Context: an optimization exercise on an open-source flow, tuned for small area, a short achievable clock period and few clock cycles per item. The choices shown serve that exercise and are no tape-out recipe.
In this exercise RTL edits were held to simulation tests only and were not proved equivalent to the original.
Power figures rest on the tool's default switching activity, not on a simulated workload.

Setup of 04-28:
==> flow/design.v <==
`timescale 1ns / 1ps
package lbed_pkg;
	localparam int STRIDE     = 16;
	localparam int MAX_GROUPS = 4096;
	localparam int SAMPLE_W = 16;
	localparam int TIME_W   = 48;
	localparam int LEVEL_W  = 20;
	localparam int IVL_W    = 16;
	localparam int CFG_W    = 20;
	localparam int CFG_IDX_W = 1;
	localparam int FILL_W = $clog2(STRIDE);
	localparam int SUM_W  = SAMPLE_W + FILL_W;
	localparam int CNT_W  = $clog2(MAX_GROUPS + 1);
	localparam int PROD_W = 2 * SUM_W - 1;
	localparam int ACC_W  = PROD_W + CNT_W - 1;
	localparam int SQ_W   = ACC_W + (ACC_W % 2);
	localparam int ROOT_W = SQ_W / 2;
	localparam int REM_W  = ROOT_W + 2;
	localparam int SUB_W  = (REM_W > CNT_W + 1) ? REM_W : CNT_W + 1;
	localparam int STEP_W = $clog2(SQ_W + 1);
	localparam logic [CFG_IDX_W-1:0] REG_RISE_THRESHOLD = 1'b0;
	localparam logic [CFG_IDX_W-1:0] REG_MIN_INTERVAL   = 1'b1;
	typedef struct packed {
		logic             start;
		logic [ACC_W-1:0] dividend;
		logic [CNT_W-1:0] divisor;
	} ds_req_t;
	typedef struct packed {
		logic              done;
		logic [ROOT_W-1:0] root;
	} ds_rsp_t;
endpackage
`timescale 1ns / 1ps
import lbed_pkg::*;
module lbed_divsqrt
(
	input  logic        clk,
	input  logic        load,
	input  logic        run,
	input  logic        phase,
	input  logic [50:0] dividend,
	input  logic [12:0] divisor,
	output logic [19:0] root
);
	logic [11:0] rem_q;    
	logic [38:0] num_q;    
	logic [1:0]  qb_q;     
	logic [20:0] srem_q;   
	logic [19:0] root_q;
	logic [13:0] dtry;
	logic        qbit;
	logic [22:0] sopa;
	logic [23:0] stry;
	logic        sbit;
	assign dtry = {1'b0, rem_q, num_q[38]} - {1'b0, divisor};
	assign qbit = ~dtry[13];
	assign sopa = {srem_q, qb_q};
	assign stry = {1'b0, sopa} - {2'b00, root_q, 2'b01};
	assign sbit = ~stry[23];
	always_ff @(posedge clk) begin
		if (load) begin
			rem_q  <= dividend[50:39];
			num_q  <= dividend[38:0];
			qb_q   <= '0;
			srem_q <= '0;
			root_q <= '0;
		end else if (run) begin
			rem_q <= qbit ? dtry[11:0] : {rem_q[10:0], num_q[38]};
			num_q <= {num_q[37:0], 1'b0};
			qb_q  <= {qb_q[0], qbit};
			if (phase) begin
				srem_q <= sbit ? stry[20:0] : sopa[20:0];
				root_q <= {root_q[18:0], sbit};
			end
		end
	end
	assign root = root_q;
endmodule
`timescale 1ns / 1ps
import lbed_pkg::*;
module low_band_energy_beat_detector_core
(
	input  logic                 clk,
	input  logic                 arst_n,
	input  logic                 cfg_we,
	input  logic [lbed_pkg::CFG_IDX_W-1:0] cfg_index,
	input  logic [lbed_pkg::CFG_W-1:0]     cfg_wdata,
	input  logic                 s_tvalid,
	output logic                 s_tready,
	input  logic [63:0]          s_tdata,    
	input  logic                 s_tlast,    
	output logic                 m_tvalid,
	input  logic                 m_tready,
	output logic [23:0]          m_tdata,    
	output logic                 m_tuser     
);
	localparam logic [2:0] D_IDLE = 3'd0;
	localparam logic [2:0] D_WAIT = 3'd1;
	localparam logic [2:0] D_RUN  = 3'd2;
	localparam logic [2:0] D_DEC  = 3'd3;
	localparam logic [2:0] D_OUT  = 3'd4;
	logic [19:0] thr_q;
	logic [15:0] ivl_q;
	logic [19:0] gs_q;
	logic [3:0]  fill_q;
	logic [12:0] cnt_q;
	logic [50:0] acc_q;
	logic        mbusy_q;
	logic [3:0]  mstep_q;
	logic [19:0] mm_q;
	logic [21:0] mh_q;
	logic [19:0] ml_q;
	logic        mb_q;
	logic [2:0]  dst_q;
	logic [5:0]  dc_q;
	logic [12:0] dn_q;
	logic [47:0] tq_q;
	logic [47:0] lb_q;
	logic [19:0] prev_q;
	logic        hp_q;
	logic        beat_q;
	logic        valid_q;
	logic [19:0] root;
	logic        dfree;
	logic        accept;
	logic        take;
	logic        close;
	logic        move;
	logic        xfer;
	logic [19:0] new_sum;
	logic [21:0] msum;
	logic        rise;
	logic        mneg, mtwo, mone;
	logic [21:0] ppx;
	logic [26:0] acc_lo;
	logic [24:0] acc_hi;
	logic        acc_c_q;
	logic        gb0_q, gb1_q, gnz_q;
	logic [16:0] gd0;
	logic [16:0] gd1;
	logic [16:0] gd2;
	logic        beat;
	assign dfree    = (dst_q == D_IDLE);
	assign s_tready = dfree || !s_tlast;
	assign accept   = s_tvalid && s_tready;
	assign take     = !cnt_q[12];
	assign close    = accept && take && (fill_q == 4'd15);
	assign move     = accept && s_tlast;
	assign xfer     = (dst_q == D_WAIT) && !mbusy_q;
	assign new_sum  = gs_q + {{4{s_tdata[15]}}, s_tdata[15:0]};
	always_ff @(posedge clk or negedge arst_n) begin
		if (!arst_n) begin
			thr_q <= '0;
			ivl_q <= '0;
		end else if (cfg_we) begin
			if (cfg_index[0])
				ivl_q <= cfg_wdata[15:0];
			else
				thr_q <= cfg_wdata;
		end
	end
	always_ff @(posedge clk or negedge arst_n) begin
		if (!arst_n) begin
			gs_q   <= '0;
			fill_q <= '0;
			cnt_q  <= '0;
		end else begin
			if (accept && s_tlast) begin
				gs_q   <= '0;
				fill_q <= '0;
			end else if (accept && take) begin
				gs_q   <= (fill_q == 4'd15) ? 20'd0 : new_sum;
				fill_q <= fill_q + 4'd1;
			end
			if (move)
				cnt_q <= '0;
			else if (close)
				cnt_q <= cnt_q + 13'd1;
		end
	end
	assign mneg = ml_q[1] && !(ml_q[0] && mb_q);
	assign mtwo = (ml_q[1:0] == 2'b01 && mb_q) || (ml_q[1:0] == 2'b10 && !mb_q);
	assign mone = ml_q[0] ^ mb_q;
	assign ppx  = mtwo ? {mm_q[19], mm_q, 1'b0} : mone ? {{2{mm_q[19]}}, mm_q} : 22'd0;
	assign msum = mh_q + (ppx ^ {22{mneg}}) + {21'd0, mneg};
	always_ff @(posedge clk or negedge arst_n) begin
		if (!arst_n) begin
			mbusy_q <= 1'b0;
		end else if (close) begin
			mbusy_q <= 1'b1;
		end else if (mstep_q == 4'd11) begin
			mbusy_q <= 1'b0;
		end
	end
	always_ff @(posedge clk) begin
		if (close) begin
			mstep_q <= '0;
			mm_q    <= new_sum;
			ml_q    <= new_sum;
			mb_q    <= 1'b0;
			mh_q    <= '0;
		end else if (mbusy_q) begin
			mstep_q <= mstep_q + 4'd1;
			if (!mstep_q[3] || mstep_q[2:1] == 2'b00) begin
				mh_q <= {{2{msum[21]}}, msum[21:2]};
				ml_q <= {msum[1:0], ml_q[19:2]};
				mb_q <= ml_q[1];
			end
		end
	end
	assign acc_lo = {1'b0, acc_q[25:0]} + {1'b0, mh_q[5:0], ml_q};
	assign acc_hi = acc_q[50:26] + {12'd0, mh_q[18:6]} + {24'd0, acc_c_q};
	always_ff @(posedge clk or negedge arst_n) begin
		if (!arst_n) begin
			acc_q <= '0;
		end else if (xfer) begin
			acc_q <= '0;
		end else if (mbusy_q && mstep_q == 4'd10) begin
			acc_q[25:0] <= acc_lo[25:0];
		end else if (mbusy_q && mstep_q == 4'd11) begin
			acc_q[50:26] <= acc_hi;
		end
	end
	always_ff @(posedge clk) begin
		acc_c_q <= acc_lo[26];
	end
	lbed_divsqrt u_divsqrt (
		.clk      (clk),
		.load     (xfer),
		.run      (dst_q == D_RUN),
		.phase    (dc_q[0]),
		.dividend (acc_q),
		.divisor  (dn_q),
		.root     (root)
	);
	assign rise = {1'b0, root} > ({1'b0, prev_q} + {1'b0, thr_q});
	assign gd0 = {1'b0, tq_q[15:0]} - {1'b0, lb_q[15:0]};
	assign gd1 = {1'b0, tq_q[31:16]} - {1'b0, lb_q[31:16]} - {16'd0, gb0_q};
	assign gd2 = {1'b0, tq_q[47:32]} - {1'b0, lb_q[47:32]} - {16'd0, gb1_q};
	always_ff @(posedge clk) begin
		if (dst_q == D_RUN) begin
			if (dc_q == 6'd0) begin
				gb0_q <= gd0[16];
				gnz_q <= gd0[15:0] > ivl_q;
			end else if (dc_q == 6'd1) begin
				gb1_q <= gd1[16];
				gnz_q <= gnz_q || (gd1[15:0] != 16'd0);
			end else if (dc_q == 6'd2) begin
				gnz_q <= gnz_q || (gd2[15:0] != 16'd0);
			end
		end
	end
	assign beat = hp_q && rise && gnz_q;
	always_ff @(posedge clk or negedge arst_n) begin
		if (!arst_n) begin
			dst_q   <= D_IDLE;
			dc_q    <= '0;
			hp_q    <= 1'b0;
			lb_q    <= '0;
		end else begin
			if (dst_q == D_OUT && beat_q)
				lb_q <= tq_q;
			unique case (dst_q)
				D_IDLE: if (move) dst_q <= D_WAIT;
				D_WAIT: begin
					dc_q <= '0;
					if (!mbusy_q)
						dst_q <= (dn_q == '0) ? D_OUT : D_RUN;
				end
				D_RUN: begin
					dc_q <= dc_q + 6'd1;
					if (dc_q == 6'd39)
						dst_q <= D_DEC;
				end
				D_DEC: begin
					hp_q  <= 1'b1;
					dst_q <= D_OUT;
				end
				D_OUT: if (m_tready) dst_q <= D_IDLE;
				default: dst_q <= D_IDLE;
			endcase
		end
	end
	always_ff @(posedge clk) begin
		if (move) begin
			tq_q <= s_tdata[63:16];
			dn_q <= cnt_q + {12'd0, close};
		end
		if (xfer) begin
			beat_q  <= 1'b0;
			valid_q <= 1'b0;
		end
		if (dst_q == D_DEC) begin
			prev_q  <= root;
			beat_q  <= beat;
			valid_q <= 1'b1;
		end
	end
	assign m_tvalid = (dst_q == D_OUT);
	assign m_tdata  = {3'b000, root, beat_q};
	assign m_tuser  = valid_q;
endmodule
==> flow/config.mk <==
export PLATFORM = sky130hd
export DESIGN_NAME = low_band_energy_beat_detector_core
export DESIGN_NICKNAME = low_band_energy_beat_detector_core
export VERILOG_FILES = /design/flow/design.v
export SDC_FILE = /design/flow/constraint.sdc
export NUM_CORES = 4
export LEC_CHECK = 0
export CAP_MARGIN = 20
export CORE_MARGIN = 2
export CORE_UTILIZATION = 40
export PLACE_DENSITY = 0.6
export SLEW_MARGIN = 20
==> flow/constraint.sdc <==
create_clock -name core_clock -period 9.0 [get_ports {clk}]
set_input_delay 1.8000 -clock core_clock [delete_from_list [all_inputs] [get_ports {clk}]]
set_output_delay 1.8000 -clock core_clock [all_outputs]
set_load 0.01 [all_outputs]
run.sh (not shown) runs the stock make flow with config.mk's settings and CLKGATE_MAP_FILE= SYNTH_SCRIPT=/design/flow/synth_recipe.tcl, a recipe that flattens the netlist after the stock synthesis.
Testbench counts of 04-28, summed over its fixed seeds: cycles 70,078, items 68,461.
Here is what was changed in the inputs of 12-26 compared with 04-28.
diff --git a/flow/design.v b/flow/design.v
--- a/flow/design.v
+++ b/flow/design.v
@@ -102,12 +102,14 @@
 	logic [19:0] thr_q;
 	logic [15:0] ivl_q;
 	logic [19:0] gs_q;
 	logic [3:0]  fill_q;
 	logic [12:0] cnt_q;
 	logic [50:0] acc_q;
+	logic        held_q;
+	logic [47:0] ta_q;
 	logic        mbusy_q;
 	logic [3:0]  mstep_q;
 	logic [19:0] mm_q;
 	logic [21:0] mh_q;
 	logic [19:0] ml_q;
 	logic        mb_q;
@@ -138,17 +140,17 @@
 	logic        gb0_q, gb1_q, gnz_q;
 	logic [16:0] gd0;
 	logic [16:0] gd1;
 	logic [16:0] gd2;
 	logic        beat;
 	assign dfree    = (dst_q == D_IDLE);
-	assign s_tready = dfree || !s_tlast;
+	assign s_tready = !held_q || dfree;
 	assign accept   = s_tvalid && s_tready;
-	assign take     = !cnt_q[12];
+	assign take     = !cnt_q[12] || held_q;
 	assign close    = accept && take && (fill_q == 4'd15);
-	assign move     = accept && s_tlast;
+	assign move     = held_q && dfree;
 	assign xfer     = (dst_q == D_WAIT) && !mbusy_q;
 	assign new_sum  = gs_q + {{4{s_tdata[15]}}, s_tdata[15:0]};
 	always_ff @(posedge clk or negedge arst_n) begin
 		if (!arst_n) begin
 			thr_q <= '0;
 			ivl_q <= '0;
@@ -161,26 +163,35 @@
 	end
 	always_ff @(posedge clk or negedge arst_n) begin
 		if (!arst_n) begin
 			gs_q   <= '0;
 			fill_q <= '0;
 			cnt_q  <= '0;
+			held_q <= 1'b0;
 		end else begin
 			if (accept && s_tlast) begin
 				gs_q   <= '0;
 				fill_q <= '0;
 			end else if (accept && take) begin
 				gs_q   <= (fill_q == 4'd15) ? 20'd0 : new_sum;
 				fill_q <= fill_q + 4'd1;
 			end
 			if (move)
 				cnt_q <= '0;
 			else if (close)
 				cnt_q <= cnt_q + 13'd1;
+			if (accept && s_tlast)
+				held_q <= 1'b1;
+			else if (move)
+				held_q <= 1'b0;
 		end
 	end
+	always_ff @(posedge clk) begin
+		if (accept && s_tlast)
+			ta_q <= s_tdata[63:16];
+	end
 	assign mneg = ml_q[1] && !(ml_q[0] && mb_q);
 	assign mtwo = (ml_q[1:0] == 2'b01 && mb_q) || (ml_q[1:0] == 2'b10 && !mb_q);
 	assign mone = ml_q[0] ^ mb_q;
 	assign ppx  = mtwo ? {mm_q[19], mm_q, 1'b0} : mone ? {{2{mm_q[19]}}, mm_q} : 22'd0;
 	assign msum = mh_q + (ppx ^ {22{mneg}}) + {21'd0, mneg};
 	always_ff @(posedge clk or negedge arst_n) begin
@@ -280,14 +291,14 @@
 				default: dst_q <= D_IDLE;
 			endcase
 		end
 	end
 	always_ff @(posedge clk) begin
 		if (move) begin
-			tq_q <= s_tdata[63:16];
-			dn_q <= cnt_q + {12'd0, close};
+			tq_q <= ta_q;
+			dn_q <= cnt_q;
 		end
 		if (xfer) begin
 			beat_q  <= 1'b0;
 			valid_q <= 1'b0;
 		end
 		if (dst_q == D_DEC) begin
Notes after the runs:
Comparing sequential power for 12-26 and 04-28, the bigger number came from 12-26. 12-26 vs 04-28 — die area rose 5.1%. Against 04-28, 12-26 reports a number of non-clock buffers that is lower. Met3 wire length: 12-26 vs 04-28 up 240 um. Wire length of the first global-routing pass: 12-26 vs 04-28 up 3.4%. Diff 12-26 and 04-28: number of antenna repair diodes lower in 12-26. Last weighted congestion value of the routability-driven placer on 12-26 is up relative to 04-28. 12-26 against 04-28: end-of-flow core utilization has increased; total number of vias has increased; vertical extent of the die has increased. Looking at 12-26 and 04-28, the proportion of total power due to net switching is a wash. met2 global-route usage for 12-26: 0.32 points down relative to 04-28.
Testbench counts of 12-26, summed over its fixed seeds: cycles 70,024, items 68,461.

[afterwards: timing with drivers on the ports]
In the flow no input, the clock included, has a driving cell. The finished layouts below were timed again as built, in two steps. Step 1 (the two cells are an assumption about what drives the block):
set clk [get_ports {clk}]
set_driving_cell -lib_cell sky130_fd_sc_hd__clkbuf_16 $clk
set_driving_cell -lib_cell sky130_fd_sc_hd__buf_2 [delete_from_list [all_inputs] $clk]
Step 2 times the ports against the registers' clock, not the clock port: input delays grow and output delays shrink by t, the midpoint of the rising clock arrivals with the driver on. Three values: no drivers, after step 1, after step 2; two values: the first two.
| run | shift t [ns] | setup slack, ns | worst slew at a driven data input, ns |
|---|---|---|---|
| 04-28 | 0.662 | 4.081 / 4.024 / 3.955 | 0.10 |
| 12-26 | 0.670 | 4.204 / 4.204 / 3.913 | 0.09 |
After both steps every run listed still meets setup and hold. For 12-26, which loses most, drivers alone change the setup slack by 0.000 ns; drivers and shift together by -0.291 ns.
